Background: an optimization exercise with open tools, aiming at small area and a short achievable clock period. Do not read the settings as production practice. Function was checked by simulation only, so behaviour that the tests miss may differ from the original.

exp/yarrow:
==> flow/design.v <==
package pipe_pkg;
  localparam int DEF_DATA_W = 32;
  localparam int DEF_ADDR_W = 5;
  localparam int DEF_PEND_W = 2;
  typedef logic [DEF_ADDR_W-1:0] reg_sel_t;
  typedef logic [DEF_DATA_W-1:0] word_t;
endpackage
import pipe_pkg::*;
module wb_sb_step (
  input  logic [31:0] idec,
  input  logic [31:0] wdec,
  output logic [31:0] inc,
  output logic [31:0] dec
);
  assign inc = idec & ~wdec;
  assign dec = wdec & ~idec;
endmodule
module wb_scoreboard (
  input  logic        clk,
  input  logic        reset,
  input  logic [31:0] wdec,
  input  logic [31:0] idec,
  input  logic [31:0] adec,
  input  logic [31:0] bdec,
  output logic        hazard_a,
  output logic        hazard_b,
  output logic        pend_ovf
);
  logic [31:0] w_hz;
  logic [31:0] w_ovf_hit;
  logic        r_ovf;
  assign w_hz[0]      = 1'b0;
  assign w_ovf_hit[0] = 1'b0;
  logic [31:0] w_inc, w_dec;
  wb_sb_step u_step (.idec(idec), .wdec(wdec), .inc(w_inc), .dec(w_dec));
  for (genvar g = 1; g < 32; g++) begin : g_reg
    logic r_g1, r_g0;
    always_ff @(posedge clk) begin
      if (reset) begin
        r_g1 <= 1'b0;
        r_g0 <= 1'b0;
      end else begin
        r_g1 <= (r_g1 & !(w_dec[g] & r_g0)) | (w_inc[g] & r_g0);
        r_g0 <= w_dec[g] ? r_g1 : (w_inc[g] ? !r_g1 : r_g0);
      end
    end
    assign w_hz[g]      = r_g1 | (r_g0 & !wdec[g]);
    assign w_ovf_hit[g] = w_inc[g] & r_g1 & !r_g0;
  end
  always_ff @(posedge clk) begin
    if (reset)           r_ovf <= 1'b0;
    else if (|w_ovf_hit) r_ovf <= 1'b1;
  end
  assign pend_ovf = r_ovf;
  wb_rd_bit u_hza (.d(w_hz), .s(adec), .y(hazard_a));
  wb_rd_bit u_hzb (.d(w_hz), .s(bdec), .y(hazard_b));
endmodule
import pipe_pkg::*;
module wb_g_nor2 (input logic a, b, output logic y);
  assign y = !(a | b);
endmodule
module wb_g_nand2 (input logic a, b, output logic y);
  assign y = !(a & b);
endmodule
module wb_or8 (
  input  logic [7:0] d,
  input  logic [7:0] s,
  output logic       y
);
  assign y = |(d & s);
endmodule
module wb_rd_bit (
  input  logic [31:0] d,
  input  logic [31:0] s,
  output logic        y
);
  logic [3:0]  w_q;
  logic [1:0]  w_r;
  for (genvar i = 0; i < 4; i++) begin : g_q
    wb_or8 u (.d(d[8*i +: 8]), .s(s[8*i +: 8]), .y(w_q[i]));
  end
  wb_g_nor2  u_r0 (.a(w_q[0]), .b(w_q[1]), .y(w_r[0]));
  wb_g_nor2  u_r1 (.a(w_q[2]), .b(w_q[3]), .y(w_r[1]));
  wb_g_nand2 u_y  (.a(w_r[0]), .b(w_r[1]), .y(y));
endmodule
module wb_g_inv (input logic a, output logic y);
  assign y = !a;
endmodule
module wb_g_nor3 (input logic a, b, c, output logic y);
  assign y = !(a | b | c);
endmodule
module wb_g_nand3 (input logic a, b, c, output logic y);
  assign y = !(a & b & c);
endmodule
module wb_g_and2 (input logic a, b, output logic y);
  assign y = a & b;
endmodule
module wb_g_o211ai (input logic a1, a2, b1, c1, output logic y);
  assign y = !((a1 | a2) & b1 & c1);
endmodule
module wb_wdec (
  input  logic        en,
  input  logic [4:0]  sel,
  output logic [3:0]  wlo_n,
  output logic [7:0]  whi_n,
  output logic [31:0] y
);
  logic [4:0] w_n;
  for (genvar j = 0; j < 5; j++) begin : g_inv
    wb_g_inv u (.a(sel[j]), .y(w_n[j]));
  end
  for (genvar k = 0; k < 4; k++) begin : g_lo
    wb_g_nand3 u (.a(en), .b(k[0] ? sel[0] : w_n[0]), .c(k[1] ? sel[1] : w_n[1]), .y(wlo_n[k]));
  end
  for (genvar m = 0; m < 8; m++) begin : g_hi
    wb_g_nand3 u (.a(m[0] ? sel[2] : w_n[2]), .b(m[1] ? sel[3] : w_n[3]),
                  .c(m[2] ? sel[4] : w_n[4]), .y(whi_n[m]));
  end
  for (genvar i = 0; i < 32; i++) begin : g_y
    wb_g_nor2 u (.a(wlo_n[i % 4]), .b(whi_n[i / 4]), .y(y[i]));
  end
endmodule
module wb_rdec (
  input  logic [4:0]  sel,
  input  logic [3:0]  wlo_n,
  input  logic [7:0]  whi_n,
  output logic [31:0] dec,
  output logic [31:0] sel_t
);
  logic [4:0]  w_n;
  logic [3:0]  w_lo;
  logic [7:0]  w_hi;
  logic [31:0] w_sel_n;
  for (genvar j = 0; j < 5; j++) begin : g_inv
    wb_g_inv u (.a(sel[j]), .y(w_n[j]));
  end
  for (genvar k = 0; k < 4; k++) begin : g_lo
    wb_g_nor2 u (.a(k[0] ? w_n[0] : sel[0]), .b(k[1] ? w_n[1] : sel[1]), .y(w_lo[k]));
  end
  for (genvar m = 0; m < 8; m++) begin : g_hi
    wb_g_nor3 u (.a(m[0] ? w_n[2] : sel[2]), .b(m[1] ? w_n[3] : sel[3]),
                 .c(m[2] ? w_n[4] : sel[4]), .y(w_hi[m]));
  end
  for (genvar i = 0; i < 32; i++) begin : g_y
    wb_g_and2   u_d (.a(w_lo[i % 4]), .b(w_hi[i / 4]), .y(dec[i]));
    wb_g_o211ai u_s (.a1(wlo_n[i % 4]), .a2(whi_n[i / 4]), .b1(w_lo[i % 4]), .c1(w_hi[i / 4]),
                     .y(w_sel_n[i]));
    wb_g_inv    u_i (.a(w_sel_n[i]), .y(sel_t[i]));
  end
endmodule
module wb_g_xnor2 (input logic a, b, output logic y);
  assign y = !(a ^ b);
endmodule
module wb_byp_eq (
  input  logic       en_nz,
  input  logic [4:0] sel_w,
  input  logic [4:0] sel_r,
  output logic       y
);
  logic [4:0] w_eq;
  logic [1:0] w_p;
  for (genvar j = 0; j < 5; j++) begin : g_eq
    wb_g_xnor2 u (.a(sel_w[j]), .b(sel_r[j]), .y(w_eq[j]));
  end
  wb_g_nand3 u_p0 (.a(w_eq[0]), .b(w_eq[1]), .c(w_eq[2]), .y(w_p[0]));
  wb_g_nand3 u_p1 (.a(w_eq[3]), .b(w_eq[4]), .c(en_nz),   .y(w_p[1]));
  wb_g_nor2  u_y  (.a(w_p[0]), .b(w_p[1]), .y(y));
endmodule
module wb_regfile
#(
  parameter int DATA_W = DEF_DATA_W,
  parameter int ADDR_W = DEF_ADDR_W,
  parameter int PEND_W = DEF_PEND_W
) (
  input  logic              clk,
  input  logic              reset,
  input  logic              wb_en,
  input  logic [ADDR_W-1:0] wb_sel,
  input  logic [DATA_W-1:0] wb_data,
  input  logic              iss_en,
  input  logic [ADDR_W-1:0] iss_sel,
  input  logic [ADDR_W-1:0] rd_sel_a,
  input  logic [ADDR_W-1:0] rd_sel_b,
  output logic [DATA_W-1:0] rd_data_a,
  output logic [DATA_W-1:0] rd_data_b,
  output logic              hazard_a,
  output logic              hazard_b,
  output logic              pend_ovf
);
  localparam int NREG = 32;
  logic [NREG-1:0]   w_wdec;    
  logic [NREG-1:0]   w_adec, w_bdec, w_idec;
  logic [NREG-1:0]   w_asel, w_bsel;        
  logic [NREG-1:0]   w_asel_t, w_bsel_t;    
  logic              w_abyp, w_bbyp;
  logic              w_wen_nz;
  logic [DATA_W-1:0] w_wdata;
  logic [DATA_W-1:0][NREG-1:0] w_cols;    
  logic [3:0] w_wlo_n, w_ilo_n;
  logic [7:0] w_whi_n, w_ihi_n;
  wb_wdec u_wdec (.en(wb_en),  .sel(wb_sel),  .wlo_n(w_wlo_n), .whi_n(w_whi_n), .y(w_wdec));
  wb_wdec u_idec (.en(iss_en), .sel(iss_sel), .wlo_n(w_ilo_n), .whi_n(w_ihi_n), .y(w_idec));
  wb_rdec u_adec (.sel(rd_sel_a), .wlo_n(w_wlo_n), .whi_n(w_whi_n), .dec(w_adec), .sel_t(w_asel));
  wb_rdec u_bdec (.sel(rd_sel_b), .wlo_n(w_wlo_n), .whi_n(w_whi_n), .dec(w_bdec), .sel_t(w_bsel));
  assign w_wdata = reset ? '0 : wb_data;
  for (genvar g = 1; g < NREG; g++) begin : g_reg
    logic [DATA_W-1:0] r_q;
    always_ff @(posedge clk) begin
      if (reset || w_wdec[g]) r_q <= w_wdata;
    end
    for (genvar b = 0; b < DATA_W; b++) begin : g_bit
      assign w_cols[b][g] = r_q[b];
    end
  end
  assign w_wen_nz = wb_en && (wb_sel != '0);
  wb_byp_eq u_abyp (.en_nz(w_wen_nz), .sel_w(wb_sel), .sel_r(rd_sel_a), .y(w_abyp));
  wb_byp_eq u_bbyp (.en_nz(w_wen_nz), .sel_w(wb_sel), .sel_r(rd_sel_b), .y(w_bbyp));
  assign w_asel_t = {w_asel[NREG-1:1], w_abyp};
  assign w_bsel_t = {w_bsel[NREG-1:1], w_bbyp};
  for (genvar b = 0; b < DATA_W; b++) begin : g_col
    assign w_cols[b][0] = wb_data[b];
    wb_rd_bit u_a (.d(w_cols[b]), .s(w_asel_t), .y(rd_data_a[b]));
    wb_rd_bit u_b (.d(w_cols[b]), .s(w_bsel_t), .y(rd_data_b[b]));
  end
  wb_scoreboard u_sb (
    .clk      (clk),
    .reset    (reset),
    .wdec     (w_wdec),
    .idec     (w_idec),
    .adec     (w_adec),
    .bdec     (w_bdec),
    .hazard_a (hazard_a),
    .hazard_b (hazard_b),
    .pend_ovf (pend_ovf)
  );
endmodule
Settings: LEC_CHECK=0, CAP_MARGIN=20, CORE_MARGIN=2, CORE_UTILIZATION=40, SETUP_SLACK_MARGIN=1.3, SLEW_MARGIN=20, SYNTH_HIERARCHICAL=1, SYNTH_MINIMUM_KEEP_SIZE=0; clock period 5.5 ns.
standard.sh (not shown) runs the stock make flow with config.mk's settings and CLKGATE_MAP_FILE= SYNTH_SCRIPT=/design/flow/synth_recipe.tcl, a recipe that flattens the netlist after the stock synthesis.
==> flow/flow/run.sh <==
#!/bin/bash
# Standard layout, with port buffers from the plain buffer family, the resizer allowed to
# change a cell's footprint (so those buffers can be sized like any other), and a clock tree
# of clkbuf_16 in sink clusters of up to 30 within 70 um, without dummy loads.
set -o pipefail
CTS="-sink_clustering_enable -repair_clock_nets -sink_clustering_size 30 -sink_clustering_max_diameter 70 -buf_list sky130_fd_sc_hd__clkbuf_16 -dont_use_dummy_load"
bash standard.sh MATCH_CELL_FOOTPRINT=0 "BUFFER_PORTS_ARGS=-buffer_cell sky130_fd_sc_hd__buf_2" "CTS_ARGS=$CTS" finish > flow.log 2>&1
exp/yarrow went all the way through the flow, and no timing, DRC or antenna check failed.
The following lists how exp/ember was set up differently from exp/yarrow:
- putting PLACE_DENSITY at 0.75 where nothing was set
- swapping 1.3 for 1.0 in SETUP_SLACK_MARGIN
[summary]
- Re sum of negative setup slack: no difference whatsoever between exp/yarrow and exp/ember.
- exp/yarrow → exp/ember: maximum frequency fell 7.3 MHz, area of all placed cells without fillers fell 2800 sq um, relative area change from synthesis to final layout fell 6.1 points, non-clock buffer count in the final layout fell 11%, wire length fell about 10%.
- Looking at global-route wire length before repair across both flows, exp/ember is the stronger of the two, with exp/yarrow trailing.
- Looking at endpoint of the most critical setup path, the rd_data_b[27] result is from exp/yarrow; the rd_data_b[30] one comes from exp/ember.
- Of the two candidates, exp/yarrow has the better final critical path time including I/O delays and setup and exp/ember the worse one.
- As of exp/ember, number of clock buffers in the layout had fallen by more than 10% compared to exp/yarrow.
- Measured against each other, exp/yarrow and exp/ember differ in setup slack, the higher figure coming from exp/yarrow.
The inputs of exp/pepper differ from those of exp/ember as listed below.
- PLACE_DENSITY no longer set, was 0.75
- CORE_UTILIZATION now 50, was 40
==> flow/flow/run.sh <==
#!/bin/bash
# Standard layout, with port buffers from the plain buffer family, the resizer allowed to
# change a cell's footprint (so those buffers can be sized like any other), and a clock tree
# of clkbuf_8 in sink clusters of up to 16 within 50 um, without dummy loads.
set -o pipefail
CTS="-sink_clustering_enable -repair_clock_nets -sink_clustering_size 16 -sink_clustering_max_diameter 50 -buf_list sky130_fd_sc_hd__clkbuf_8 -dont_use_dummy_load"
bash standard.sh MATCH_CELL_FOOTPRINT=0 "BUFFER_PORTS_ARGS=-buffer_cell sky130_fd_sc_hd__buf_2" "CTS_ARGS=$CTS" finish > flow.log 2>&1
## What came out
From exp/ember to exp/pepper the numbers moved as follows: part of the cycle the worst path needs increased 0.72 points; number of hold violations in the final report shows no meaningful change; proportion of cell area occupied by registers saw a decrease; height of the die now smaller; cell area after layout now sits higher.
Taking exp/ember as the reference, in exp/pepper post-CTS setup-driven buffer insertion count increased 10%; global-route wire length before repair picked up an extra 8.2%; maximum frequency down 0.87%.
Edits applied to the flow inputs when going from exp/pepper to exp/tundra:
- a change of CORE_UTILIZATION from 50 to 40
[summary]
In exp/tundra, the sum of routed wire length over all layers came out 6.7 mm below the value in exp/pepper. Per the comparison of exp/tundra with exp/pepper, clock skew lost 0.055 ns; last weighted congestion value of the routability-driven placer has decreased.
Input changes introduced in exp/lagoon (baseline for comparison: exp/tundra):
==> flow/flow/run.sh <==
#!/bin/bash
# Standard layout, with port buffers from the plain buffer family, the resizer allowed to
# change a cell's footprint (so those buffers can be sized like any other), and a clock tree
# of clkbuf_16 in sink clusters of up to 30 within 70 um, without dummy loads.
set -o pipefail
CTS="-sink_clustering_enable -repair_clock_nets -sink_clustering_size 30 -sink_clustering_max_diameter 70 -buf_list sky130_fd_sc_hd__clkbuf_16 -dont_use_dummy_load"
bash standard.sh MATCH_CELL_FOOTPRINT=0 "BUFFER_PORTS_ARGS=-buffer_cell sky130_fd_sc_hd__buf_2" "CTS_ARGS=$CTS" finish > flow.log 2>&1
- Between exp/tundra and exp/lagoon, the difference in final area is negligible.
- Changes observed in exp/lagoon relative to exp/tundra: area of combinational cells with multiple inputs moved up; pin slew with the least headroom to its limit lost 0.0038 ns.
- Routed wire length: exp/tundra and exp/lagoon compared, higher one is exp/tundra
## Diff of input files: exp/delta against exp/lagoon
- changing CORE_UTILIZATION from 40 to 33
==> comparison <==
exp/delta: full flow OK, the timing, design-rule and antenna checks passed. Compared with exp/lagoon, exp/delta shows well-tap cell count that has gone up by more than 10%. Of the two values seen for worst setup path startpoint, wb_sel[2] was produced by exp/delta and wb_sel[4] by exp/lagoon. Of the two values seen for destination of the critical timing path, rd_data_b[4] was produced by exp/lagoon and rd_data_a[30] by exp/delta. exp/delta against exp/lagoon: setup slack fell 0.096 ns; fmax shows a reduction of about 2%; share of the core filled with cells went down.

========
Another version of the RTL of wb_regfile (not shown whole).
Size: about 3400 cells after synthesis, ~120 I/O pins.
## wb_regfile
module wb_regfile
#(
  parameter int DATA_W = DEF_DATA_W,
  parameter int ADDR_W = DEF_ADDR_W,
  parameter int PEND_W = DEF_PEND_W
) (
  input  logic              clk,
  input  logic              reset,
  input  logic              wb_en,
  input  logic [ADDR_W-1:0] wb_sel,
  input  logic [DATA_W-1:0] wb_data,
  input  logic              iss_en,
  input  logic [ADDR_W-1:0] iss_sel,
  input  logic [ADDR_W-1:0] rd_sel_a,
  input  logic [ADDR_W-1:0] rd_sel_b,
  output logic [DATA_W-1:0] rd_data_a,
  output logic [DATA_W-1:0] rd_data_b,
  output logic              hazard_a,
  output logic              hazard_b,
  output logic              pend_ovf
);
  localparam int NREG = 32;
  logic [NREG-1:0]   w_wdec;    
  logic [NREG-1:0]   w_adec, w_bdec, w_idec;
  logic [NREG-1:0]   w_asel, w_bsel;        
  logic [NREG-1:0]   w_asel_t, w_bsel_t;    
  logic              w_abyp, w_bbyp;
  logic [DATA_W-1:0] w_wdata;
  logic [DATA_W-1:0][NREG-1:0] w_cols;    
  logic [3:0] w_wlo_n, w_ilo_n;
  logic [7:0] w_whi_n, w_ihi_n;
  wb_wdec u_wdec (.en(wb_en),  .sel(wb_sel),  .wlo_n(w_wlo_n), .whi_n(w_whi_n), .y(w_wdec));
  wb_wdec u_idec (.en(iss_en), .sel(iss_sel), .wlo_n(w_ilo_n), .whi_n(w_ihi_n), .y(w_idec));
  wb_rdec u_adec (.sel(rd_sel_a), .wlo_n(w_wlo_n), .whi_n(w_whi_n), .dec(w_adec), .sel_t(w_asel));
  wb_rdec u_bdec (.sel(rd_sel_b), .wlo_n(w_wlo_n), .whi_n(w_whi_n), .dec(w_bdec), .sel_t(w_bsel));
  assign w_wdata = reset ? '0 : wb_data;
  for (genvar g = 1; g < NREG; g++) begin : g_reg
    logic [DATA_W-1:0] r_q;
    always_ff @(posedge clk) begin
      if (reset || w_wdec[g]) r_q <= w_wdata;
    end
    for (genvar b = 0; b < DATA_W; b++) begin : g_bit
      assign w_cols[b][g] = r_q[b];
    end
  end
  wb_byp_eq u_abyp (.en(wb_en), .sel_w(wb_sel), .sel_r(rd_sel_a), .y(w_abyp));
  wb_byp_eq u_bbyp (.en(wb_en), .sel_w(wb_sel), .sel_r(rd_sel_b), .y(w_bbyp));
  assign w_asel_t = {w_asel[NREG-1:1], w_abyp};
  assign w_bsel_t = {w_bsel[NREG-1:1], w_bbyp};
  for (genvar b = 0; b < DATA_W; b++) begin : g_col
    assign w_cols[b][0] = wb_data[b];
    wb_rd_bit u_a (.d(w_cols[b]), .s(w_asel_t), .y(rd_data_a[b]));
    wb_rd_bit u_b (.d(w_cols[b]), .s(w_bsel_t), .y(rd_data_b[b]));
  end
  wb_scoreboard u_sb (
    .clk      (clk),
    .reset    (reset),
    .wdec     (w_wdec),
    .idec     (w_idec),
    .adec     (w_adec),
  ...
export LEC_CHECK = 0
export CAP_MARGIN = 20
export CORE_MARGIN = 2
export CORE_UTILIZATION = 50
export CTS_BUF_LIST = sky130_fd_sc_hd__clkbuf_8
export SETUP_SLACK_MARGIN = 1.6
export SLEW_MARGIN = 20
export SYNTH_HIERARCHICAL = 1
export SYNTH_MINIMUM_KEEP_SIZE = 0
create_clock -name core_clock -period 5.5 [get_ports {clk}]
==> flow/flow/run.sh <==
#!/bin/bash
# Standard layout, with port buffers from the plain buffer family and the resizer allowed to
# change a cell's footprint (so those buffers can be sized like any other).
set -o pipefail
bash standard.sh MATCH_CELL_FOOTPRINT=0 "BUFFER_PORTS_ARGS=-buffer_cell sky130_fd_sc_hd__buf_2" finish > flow.log 2>&1
The baseline passed the timing, design-rule and antenna checks.
Edit:
SETUP_SLACK_MARGIN = 1.0   (was 1.6)
Effect: Global-route usage falls by 1.8 points. Critical path depth grows by 1. Via count came out lower by 1.8%. Utilization is lower by 1.8 points. Area after synthesis is unchanged. Wire length is lower by 3.6%. Setup slack is worse by 110 ps.

==> static timing again, ports no longer ideal <==
Ports are ideal in the flow. The routed layouts listed here were re-timed in OpenROAD. Step 1 (the two cells are an assumption about what drives the block):
set clk [get_ports {clk}]
set_driving_cell -lib_cell sky130_fd_sc_hd__clkbuf_16 $clk
set_driving_cell -lib_cell sky130_fd_sc_hd__buf_2 [delete_from_list [all_inputs] $clk]
Step 2 adds t to the input delays and takes it off the output delays; t is the mean of the earliest and latest rising clock arrival at the registers after step 1. Input paths then give back, and output paths get back, about the clock's delay inside the block. a / b / c = ideal ports / drivers / drivers and shift; a / b = the first two.
| run | shift t [ns] | slack for setup (ns) | cell pins on the clock port's net |
|---|---|---|---|
| exp/yarrow | 0.741 | 1.107 / 1.034 / 1.034 | 1 |
| exp/ember | 0.709 | 0.962 / 0.908 / 0.908 | 1 |
| exp/pepper | 0.799 | 0.923 / 0.901 / 0.901 | 1 |
| exp/tundra | 0.826 | 0.949 / 0.918 / 0.918 | 1 |
| exp/lagoon | 0.738 | 0.979 / 0.916 / 0.916 | 1 |
| exp/delta | 0.757 | 0.883 / 0.741 / 0.741 | 1 |
| the first run of note 2 | 0.911 | 1.066 / 0.969 / 0.969 | 1 |
| the second run of note 2 | 0.925 | 0.957 / 0.929 / 0.929 | 1 |
After both steps every run listed still meets setup and hold. For exp/delta, which loses most, drivers alone change the setup slack by -0.142 ns; drivers and shift together by -0.142 ns.
